Source: an optimization exercise on an open RTL-to-GDS flow (aim: small area). Production flows keep margins and buffers that such runs may drop. At most, simulation tests tie the RTL to the original design; equivalence was not proved. Power is estimated from default activity; no workload was simulated.

==> inputs of 07-13 <==
==> flow/design.v <==
package riscvPkg;
    localparam logic [3:0] stClear = 4'd0;
    localparam logic [3:0] stFetch = 4'd1;
    localparam logic [3:0] stWait1 = 4'd2;
    localparam logic [3:0] stRound1 = 4'd3;
    localparam logic [3:0] stRotate = 4'd4;
    localparam logic [3:0] stRound2 = 4'd5;
    localparam logic [3:0] stMemory = 4'd6;
    localparam logic [3:0] stWait2 = 4'd7;
    localparam logic [3:0] stTrapped = 4'd8;
endpackage
module registerFile
(
    input  logic clk,
    input  logic clear,
    input  logic writeEnable,
    input  logic [4:0] writeIndex,
    input  logic writeBit,
    input  logic [4:0] readIndexA,
    input  logic [4:0] readIndexB,
    output logic readBitA,
    output logic readBitB
);
    logic [31:0] head;
    assign head[0] = 1'b0;
    genvar r;
    generate
        for (r = 1; r < 32; r++)
        begin : gen_reg
            logic [31:0] ring;
            logic sel;
            assign sel = clear | (writeEnable & (writeIndex == r));
            always_ff @(posedge clk)
                ring <= {sel ? (writeBit & ~clear) : ring[0], ring[31:1]};
            assign head[r] = ring[0];
        end
    endgenerate
    assign readBitA = head[readIndexA];
    assign readBitB = head[readIndexB];
endmodule
module riscvCore
#(
    parameter logic [31:0] resetAddress = '0
)
(
    input  logic clk,
    input  logic reset,
    output logic trap,
    output logic memEnable,
    output logic memWrite,
    output logic [31:0] memAddress,
    output logic [31:0] memWriteData,
    input  logic [31:0] memReadData,
    input  logic memReady
);
    logic [3:0] state;
    logic [3:0] nextState;
    logic [4:0] cnt;
    logic first;
    logic last;
    logic [31:2] ir;
    logic [31:0] mar;
    logic [31:0] mdr;
    logic carryMain;
    logic carryInc;
    logic equalAcc;
    logic flag;
    assign first = (cnt == 5'd0);
    assign last = (cnt == 5'd31);
    logic [4:0] op;
    logic [2:0] f3;
    logic isBranch, isJal, isJalr, isLoad, isStore, isLui, isAuipc;
    logic isAluOp, isOp, isShift, isSlt, isRight;
    logic legal;
    assign op = ir[6:2];
    assign f3 = ir[14:12];
    assign isBranch = op[4] & ~op[0];
    assign isJal = op[4] & op[1];
    assign isJalr = op[4] & op[0] & ~op[1];
    assign isLoad = ~op[4] & ~op[3] & ~op[2];
    assign isStore = ~op[4] & op[3] & ~op[2];
    assign isLui = ~op[4] & op[2] & op[0] & op[3];
    assign isAuipc = ~op[4] & op[2] & op[0] & ~op[3];
    assign isAluOp = ~op[4] & op[2] & ~op[0];
    assign isOp = isAluOp & op[3];
    assign isShift = isAluOp & (f3[1:0] == 2'b01);
    assign isSlt = isAluOp & (f3[2:1] == 2'b01);
    assign isRight = f3[2];
    always_comb
    begin
        case (memReadData[6:0])
            7'b0000011, 7'b0010011, 7'b0010111, 7'b0100011, 7'b0110011,
            7'b0110111, 7'b1100011, 7'b1100111, 7'b1101111:
                legal = 1'b1;
            default:
                legal = 1'b0;
        endcase
    end
    logic inClear, inFetch, inRound1, inRotate, inRound2, inMemory;
    assign inClear = (state == riscvPkg::stClear);
    assign inFetch = (state == riscvPkg::stFetch);
    assign inRound1 = (state == riscvPkg::stRound1);
    assign inRotate = (state == riscvPkg::stRotate);
    assign inRound2 = (state == riscvPkg::stRound2);
    assign inMemory = (state == riscvPkg::stMemory);
    logic immBit;
    logic immMid;
    logic immLow;
    logic immHigh;
    always_comb
    begin
        immMid = (cnt <= 5'd10) ? ir[6'd20 + {1'b0, cnt}] : ir[31];
        immLow = ir[4'd7 + {1'b0, cnt[2:0]}];
        immHigh = ir[cnt];
        if (isStore)
            immBit = (cnt <= 5'd4) ? immLow : immMid;
        else if (isBranch)
            immBit = first ? 1'b0 : (cnt <= 5'd4) ? immLow : (cnt == 5'd11) ? ir[7] : immMid;
        else if (isLui | isAuipc)
            immBit = (cnt < 5'd12) ? 1'b0 : immHigh;
        else if (isJal)
            immBit = first ? 1'b0 : (cnt <= 5'd10) ? immMid : (cnt == 5'd11) ? ir[20] :
                     (cnt <= 5'd19) ? immHigh : ir[31];
        else
            immBit = immMid;
    end
    logic rs1Bit;
    logic rs2Bit;
    logic regWrite;
    logic regBit;
    registerFile regs
    (
        .clk(clk),
        .clear(inClear),
        .writeEnable(regWrite),
        .writeIndex(ir[11:7]),
        .writeBit(regBit),
        .readIndexA(ir[19:15]),
        .readIndexB(ir[24:20]),
        .readBitA(rs1Bit),
        .readBitB(rs2Bit)
    );
    logic pcBit;
    logic aBit;
    logic bBit;
    logic subMode;
    logic bEff;
    logic carryIn;
    logic sumBit;
    logic carryOut;
    logic aluBit;
    logic equalNow;
    logic lessU;
    logic lessS;
    logic taken;
    assign pcBit = pcRing[0];
    assign aBit = isLui ? 1'b0 : (isAuipc | isJal | (isBranch & inRound2)) ? pcBit : rs1Bit;
    assign bBit = (isOp | (isBranch & inRound1)) ? rs2Bit : immBit;
    assign subMode = isBranch ? inRound1 : (isSlt | (isOp & (f3 == 3'b000) & ir[30]));
    assign bEff = bBit ^ subMode;
    assign carryIn = first ? subMode : carryMain;
    assign sumBit = aBit ^ bEff ^ carryIn;
    assign carryOut = (aBit & bEff) | (aBit & carryIn) | (bEff & carryIn);
    always_comb
    begin
        case (f3)
            3'b100: aluBit = aBit ^ bBit;
            3'b110: aluBit = aBit | bBit;
            3'b111: aluBit = aBit & bBit;
            default: aluBit = sumBit;
        endcase
    end
    assign equalNow = (first | equalAcc) & ~(aBit ^ bBit);
    assign lessU = ~carryOut;
    assign lessS = lessU ^ aBit ^ bBit;
    always_comb
    begin
        case (f3)
            3'b000: taken = equalNow;
            3'b001: taken = ~equalNow;
            3'b100: taken = lessS;
            3'b101: taken = ~lessS;
            3'b110: taken = lessU;
            3'b111: taken = ~lessU;
            default: taken = 1'b0;
        endcase
    end
    logic shiftLess;
    assign shiftLess = ((isRight & inRound2) ? ~cnt : cnt) < ir[29:25];
    logic [31:0] pcRing;
    logic incCarry;
    logic incBit;
    logic jumpNow;
    logic nextPcBit;
    logic pcWrite;
    assign incCarry = (cnt == 5'd2) | carryInc;
    assign incBit = pcBit ^ incCarry;
    assign jumpNow = (inRound1 & (isJal | isJalr)) | (inRound2 & isBranch & flag);
    assign nextPcBit = jumpNow ? (sumBit & ~first) : incBit;
    assign pcWrite = inClear | (inRound1 & ~isBranch) | (inRound2 & isBranch);
    logic marShift;
    logic marIn;
    logic mdrShift;
    logic mdrIn;
    assign regWrite = (inRound1 & ((isAluOp & ~isSlt & ~isShift) | isLui | isAuipc | isJal | isJalr)) |
                      (inRound2 & (isSlt | isShift | isLoad));
    always_comb
    begin
        if (inRound2)
        begin
            if (isLoad)
                regBit = mdr[0];
            else if (isSlt)
                regBit = first & flag;
            else if (isRight)
                regBit = shiftLess ? flag : mdr[0];
            else
                regBit = ~shiftLess & mdr[0];
        end
        else if (isAluOp)
            regBit = aluBit;
        else if (isJal | isJalr)
            regBit = incBit;
        else
            regBit = sumBit;
    end
    assign marShift = inClear | (inRound1 & ~isBranch) | (inRound2 & (isBranch | isLoad | isStore));
    always_comb
    begin
        if (inClear)
            marIn = resetAddress[cnt];
        else if (inRound1 & (isLoad | isStore))
            marIn = sumBit;
        else if (inRound2 & (isLoad | isStore))
            marIn = pcBit;
        else
            marIn = nextPcBit;
    end
    assign mdrShift = (inRound1 & (isStore | isShift)) | (inRotate & shiftLess) |
                      (inRound2 & ((isShift & (isRight | ~shiftLess)) | isLoad));
    assign mdrIn = inRound1 ? (isStore ? rs2Bit : aBit) : mdr[0];
    always_comb
    begin
        nextState = state;
        case (state)
            riscvPkg::stClear:
                if (last)
                    nextState = riscvPkg::stFetch;
            riscvPkg::stFetch:
                if (memReady)
                    nextState = !legal ? riscvPkg::stTrapped : last ? riscvPkg::stRound1 : riscvPkg::stWait1;
            riscvPkg::stWait1:
                if (last)
                    nextState = riscvPkg::stRound1;
            riscvPkg::stRound1:
                if (last)
                begin
                    if (isLoad | isStore)
                        nextState = riscvPkg::stMemory;
                    else if (isShift & isRight)
                        nextState = riscvPkg::stRotate;
                    else if (isBranch | isSlt | isShift)
                        nextState = riscvPkg::stRound2;
                    else
                        nextState = riscvPkg::stFetch;
                end
            riscvPkg::stRotate:
                if (last)
                    nextState = riscvPkg::stRound2;
            riscvPkg::stRound2:
                if (last)
                    nextState = riscvPkg::stFetch;
            riscvPkg::stMemory:
                if (memReady)
                    nextState = last ? riscvPkg::stRound2 : riscvPkg::stWait2;
            riscvPkg::stWait2:
                if (last)
                    nextState = riscvPkg::stRound2;
            default:
                nextState = riscvPkg::stTrapped;
        endcase
    end
    always_ff @(posedge clk)
    begin
        if (reset)
        begin
            state <= riscvPkg::stClear;
            cnt <= 5'd0;
        end
        else
        begin
            state <= nextState;
            cnt <= cnt + 5'd1;
        end
    end
    always_ff @(posedge clk)
    begin
        carryMain <= carryOut;
        carryInc <= pcBit & incCarry & ~last;
        pcRing <= {pcWrite ? (inClear ? resetAddress[cnt] : nextPcBit) : pcBit, pcRing[31:1]};
        equalAcc <= equalNow;
        if (inRound1 & last)
            flag <= isShift ? (aBit & ir[30]) : isBranch ? taken : (f3[0] ? lessU : lessS);
        if (inFetch & memReady)
            ir <= memReadData[31:2];
        else if (inRound1 & isShift & (cnt < 5'd5))
            ir[29:25] <= {bBit, ir[29:26]};
        if (marShift)
            mar <= {marIn, mar[31:1]};
        if (inMemory & memReady)
            mdr <= memReadData;
        else if (mdrShift)
            mdr <= {mdrIn, mdr[31:1]};
    end
    assign trap = (state == riscvPkg::stTrapped);
    assign memEnable = inFetch | inMemory;
    assign memWrite = inMemory & isStore;
    assign memAddress = mar;
    assign memWriteData = mdr;
endmodule
==> flow/run.sh <==
#!/bin/bash
# synth_recipe.tcl (not shown) runs the flow's synth.tcl, then flattens the netlist and writes it again
# the make line also repeats each setting of config.mk as NAME=value (left out here)
make -C /OpenROAD-flow-scripts/flow DESIGN_CONFIG=/design/flow/config.mk WORK_HOME=/design/flow/orfs CLKGATE_MAP_FILE= SYNTH_SCRIPT=/design/flow/synth_recipe.tcl finish
==> flow/config.mk <==
export PLATFORM = sky130hd
export DESIGN_NAME = riscvCore
export DESIGN_NICKNAME = riscvCore
export VERILOG_FILES = /design/flow/design.v
export SDC_FILE = /design/flow/constraint.sdc
export NUM_CORES = 4
export LEC_CHECK = 0
export CAP_MARGIN = 20
export CORE_MARGIN = 2
export CORE_UTILIZATION = 40
export SLEW_MARGIN = 20
==> flow/constraint.sdc <==
create_clock -name core_clock -period 10.0 [get_ports {clk}]
set_input_delay 2.0000 -clock core_clock [delete_from_list [all_inputs] [get_ports {clk}]]
set_output_delay 2.0000 -clock core_clock [all_outputs]
set_load 0.01 [all_outputs]
==> 08-18 (differences from 07-13) <==
--- a/flow/design.v
+++ b/flow/design.v
@@ -10,2 +10,3 @@
     localparam logic [3:0] stTrapped = 4'd8;
+    localparam logic [3:0] stFix = 4'd9;
 endpackage
@@ -65,2 +66,3 @@
     logic carryInc;
+    logic borrow;
     logic equalAcc;
@@ -73,2 +75,3 @@
     logic isAluOp, isOp, isShift, isSlt, isRight;
+    logic rdZero, rs2Zero, tempInMdr, tempInReg;
     logic legal;
@@ -88,2 +91,6 @@
     assign isRight = f3[2];
+    assign rdZero = (ir[11:7] == 5'd0);
+    assign rs2Zero = (ir[24:20] == 5'd0);
+    assign tempInMdr = isBranch | (isLoad & rdZero) | (isStore & rs2Zero);
+    assign tempInReg = (isLoad & ~rdZero) | (isStore & ~rs2Zero);
     always_comb
@@ -98,5 +105,6 @@
     end
-    logic inClear, inFetch, inRound1, inRotate, inRound2, inMemory;
+    logic inClear, inFetch, inFix, inRound1, inRotate, inRound2, inMemory;
     assign inClear = (state == riscvPkg::stClear);
     assign inFetch = (state == riscvPkg::stFetch);
+    assign inFix = (state == riscvPkg::stFix);
     assign inRound1 = (state == riscvPkg::stRound1);
@@ -135,6 +143,6 @@
         .writeEnable(regWrite),
-        .writeIndex(ir[11:7]),
+        .writeIndex(isStore ? ir[24:20] : ir[11:7]),
         .writeBit(regBit),
         .readIndexA(ir[19:15]),
-        .readIndexB(ir[24:20]),
+        .readIndexB(isLoad ? ir[11:7] : ir[24:20]),
         .readBitA(rs1Bit),
@@ -143,6 +151,6 @@
     logic pcBit;
-    logic aBit;
-    logic bBit;
+    logic regB;
+    logic addA;
     logic subMode;
-    logic bEff;
+    logic addB;
     logic carryIn;
@@ -151,2 +159,4 @@
     logic aluBit;
+    logic borrowIn;
+    logic borrowOut;
     logic equalNow;
@@ -155,10 +165,10 @@
     logic taken;
-    assign pcBit = pcRing[0];
-    assign aBit = isLui ? 1'b0 : (isAuipc | isJal | (isBranch & inRound2)) ? pcBit : rs1Bit;
-    assign bBit = (isOp | (isBranch & inRound1)) ? rs2Bit : immBit;
-    assign subMode = isBranch ? inRound1 : (isSlt | (isOp & (f3 == 3'b000) & ir[30]));
-    assign bEff = bBit ^ subMode;
+    assign pcBit = mar[0];
+    assign regB = (isOp | isBranch) ? rs2Bit : immBit;
+    assign addA = isLui ? 1'b0 : (isAuipc | isJal | isBranch) ? pcBit : rs1Bit;
+    assign subMode = isOp & (f3 == 3'b000) & ir[30];
+    assign addB = (isBranch ? immBit : regB) ^ subMode;
     assign carryIn = first ? subMode : carryMain;
-    assign sumBit = aBit ^ bEff ^ carryIn;
-    assign carryOut = (aBit & bEff) | (aBit & carryIn) | (bEff & carryIn);
+    assign sumBit = addA ^ addB ^ carryIn;
+    assign carryOut = (addA & addB) | (addA & carryIn) | (addB & carryIn);
     always_comb
@@ -166,5 +176,5 @@
         case (f3)
-            3'b100: aluBit = aBit ^ bBit;
-            3'b110: aluBit = aBit | bBit;
-            3'b111: aluBit = aBit & bBit;
+            3'b100: aluBit = rs1Bit ^ regB;
+            3'b110: aluBit = rs1Bit | regB;
+            3'b111: aluBit = rs1Bit & regB;
             default: aluBit = sumBit;
@@ -172,5 +182,7 @@
     end
-    assign equalNow = (first | equalAcc) & ~(aBit ^ bBit);
-    assign lessU = ~carryOut;
-    assign lessS = lessU ^ aBit ^ bBit;
+    assign borrowIn = ~first & borrow;
+    assign borrowOut = (~rs1Bit & regB) | (~(rs1Bit ^ regB) & borrowIn);
+    assign equalNow = (first | equalAcc) & ~(rs1Bit ^ regB);
+    assign lessU = borrowOut;
+    assign lessS = lessU ^ rs1Bit ^ regB;
     always_comb
@@ -189,13 +201,6 @@
     assign shiftLess = ((isRight & inRound2) ? ~cnt : cnt) < ir[29:25];
-    logic [31:0] pcRing;
     logic incCarry;
     logic incBit;
-    logic jumpNow;
-    logic nextPcBit;
-    logic pcWrite;
     assign incCarry = (cnt == 5'd2) | carryInc;
     assign incBit = pcBit ^ incCarry;
-    assign jumpNow = (inRound1 & (isJal | isJalr)) | (inRound2 & isBranch & flag);
-    assign nextPcBit = jumpNow ? (sumBit & ~first) : incBit;
-    assign pcWrite = inClear | (inRound1 & ~isBranch) | (inRound2 & isBranch);
     logic marShift;
@@ -204,12 +209,15 @@
     logic mdrIn;
-    assign regWrite = (inRound1 & ((isAluOp & ~isSlt & ~isShift) | isLui | isAuipc | isJal | isJalr)) |
-                      (inRound2 & (isSlt | isShift | isLoad));
+    logic parkedBit;
+    assign parkedBit = tempInMdr ? mdr[0] : rs2Bit;
+    assign regWrite = (inRound1 & (isAluOp & ~isShift | isLui | isAuipc | isJal | isJalr | tempInReg)) |
+                      (inRound2 & (isShift | tempInReg)) |
+                      inFix;
     always_comb
     begin
-        if (inRound2)
+        if (inFix)
+            regBit = flag;
+        else if (inRound2)
         begin
-            if (isLoad)
+            if (isLoad | isStore)
                 regBit = mdr[0];
-            else if (isSlt)
-                regBit = first & flag;
             else if (isRight)
@@ -220,9 +228,9 @@
         else if (isAluOp)
-            regBit = aluBit;
-        else if (isJal | isJalr)
-            regBit = incBit;
-        else
+            regBit = aluBit & ~isSlt;
+        else if (isLui | isAuipc)
             regBit = sumBit;
+        else
+            regBit = incBit;
     end
-    assign marShift = inClear | (inRound1 & ~isBranch) | (inRound2 & (isBranch | isLoad | isStore));
+    assign marShift = inClear | inRound1 | (inRound2 & (isBranch | isLoad | isStore));
     always_comb
@@ -231,12 +239,24 @@
             marIn = resetAddress[cnt];
-        else if (inRound1 & (isLoad | isStore))
+        else if (inRound2)
+            marIn = parkedBit;
+        else if (isLoad | isStore)
             marIn = sumBit;
-        else if (inRound2 & (isLoad | isStore))
-            marIn = pcBit;
+        else if (isJal | isJalr | isBranch)
+            marIn = sumBit & ~first;
+        else
+            marIn = incBit;
+    end
+    assign mdrShift = (inRound1 & (isShift | tempInMdr | isStore)) | (inRotate & shiftLess) |
+                      (inRound2 & ((isShift & (isRight | ~shiftLess)) | isBranch | isLoad | isStore));
+    always_comb
+    begin
+        if (~inRound1)
+            mdrIn = mdr[0];
+        else if (isShift)
+            mdrIn = rs1Bit;
+        else if (tempInMdr)
+            mdrIn = incBit;
         else
-            marIn = nextPcBit;
+            mdrIn = rs2Bit;
     end
-    assign mdrShift = (inRound1 & (isStore | isShift)) | (inRotate & shiftLess) |
-                      (inRound2 & ((isShift & (isRight | ~shiftLess)) | isLoad));
-    assign mdrIn = inRound1 ? (isStore ? rs2Bit : aBit) : mdr[0];
     always_comb
@@ -261,4 +281,6 @@
                         nextState = riscvPkg::stRotate;
-                    else if (isBranch | isSlt | isShift)
+                    else if (isShift | (isBranch & ~taken))
                         nextState = riscvPkg::stRound2;
+                    else if (isSlt)
+                        nextState = riscvPkg::stFix;
                     else
@@ -266,2 +288,4 @@
                 end
+            riscvPkg::stFix:
+                nextState = riscvPkg::stFetch;
             riscvPkg::stRotate:
@@ -299,6 +323,6 @@
         carryInc <= pcBit & incCarry & ~last;
-        pcRing <= {pcWrite ? (inClear ? resetAddress[cnt] : nextPcBit) : pcBit, pcRing[31:1]};
+        borrow <= borrowOut;
         equalAcc <= equalNow;
         if (inRound1 & last)
-            flag <= isShift ? (aBit & ir[30]) : isBranch ? taken : (f3[0] ? lessU : lessS);
+            flag <= isShift ? (rs1Bit & ir[30]) : (f3[0] ? lessU : lessS);
         if (inFetch & memReady)
@@ -306,6 +330,6 @@
         else if (inRound1 & isShift & (cnt < 5'd5))
-            ir[29:25] <= {bBit, ir[29:26]};
+            ir[29:25] <= {regB, ir[29:26]};
         if (marShift)
             mar <= {marIn, mar[31:1]};
-        if (inMemory & memReady)
+        if (inMemory & memReady & isLoad & ~rdZero)
             mdr <= memReadData;
@@ -315,6 +339,6 @@
     assign trap = (state == riscvPkg::stTrapped);
-    assign memEnable = inFetch | inMemory;
+    assign memEnable = inFetch | inFix | inMemory;
     assign memWrite = inMemory & isStore;
     assign memAddress = mar;
-    assign memWriteData = mdr;
+    assign memWriteData = mdr & {32{~rs2Zero}};
 endmodule
Settings changed: CORE_UTILIZATION 40 to 60, CTS_BUF_LIST from default to sky130_fd_sc_hd__clkbuf_4 sky130_fd_sc_hd__clkbuf_8.
==> notes.md <==
metric	07-13	08-18
Core area	0.0687 mm²	0.0455 mm²
Compound-gate portion of the synthesized area	4.51%	3.44%
Portion of synthesized cell area occupied by the leading cell type	74.5%	72.8%
Fmax	0.175 GHz	0.181 GHz
Post-DP HPWL	27800 µm	29900 µm
Non-filler cells in the finished layout	2853	2700
FF+latch count	1131	1100
Buffers plus inverters on the worst setup path	2	0
Synth Cell Area	0.0278 mm²	0.0277 mm²
Number of buffers inserted during clock tree synthesis	97	153
Avg Cell Area, Syn	16.5 µm²	15.6 µm²
Buffer share of cell area	3.26%	3.26%
Via-to-Cell Ratio	4.38	4.91
Starting Density	40.5%	60.8%
Clock insertion delay at the later pin of the skew report	0.64 ns	0.78 ns
Biggest fanout along the worst timing path	31	17
Cell Int Power	6.81 mW	6.75 mW
Clk tree area frac	10.1%	10.5%
Logic gate share of total power	1.0%	3.2%
Layout cells sized above 1	13.3%	17.4%
Status	no timing/DRC/antenna violations	no timing/DRC/antenna violations
Net count of the mapped netlist	1742	1824
Initial antenna violation count	1	0
Most frequent cell on the critical path	inv_1	nand2_1
Synthesized instance count	1692	1773
No functional check of the RTL was part of 08-18.

==> what the ideal ports hide <==
No port has a modelled driver above. Below, the same layouts with a new extraction and two added sets of constraints. Step 1 (the two cells are an assumption about what drives the block):
set clk [get_ports {clk}]
set_driving_cell -lib_cell sky130_fd_sc_hd__clkbuf_16 $clk
set_driving_cell -lib_cell sky130_fd_sc_hd__buf_2 [delete_from_list [all_inputs] $clk]
Step 2 moves the port delays by t, midway between the first and last clock arrival at a register: inputs arrive t later, outputs are due t later. That takes back most of the time a late clock gives input paths. Slacks: ideal / step 1 / step 2; pairs: ideal / step 1.
| run | t (ns) | setup WS [ns] | worst setup path at the end | worst register clock-pin slew, ns |
|---|---|---|---|---|
| 07-13 | 0.686 | 4.278 / 4.278 / 4.278 | register to register | 0.07 / 0.07 |
| 08-18 | 0.820 | 4.471 / 4.471 / 4.471 | register to register | 0.07 / 0.07 |
After both steps setup and hold are still met in every run listed.
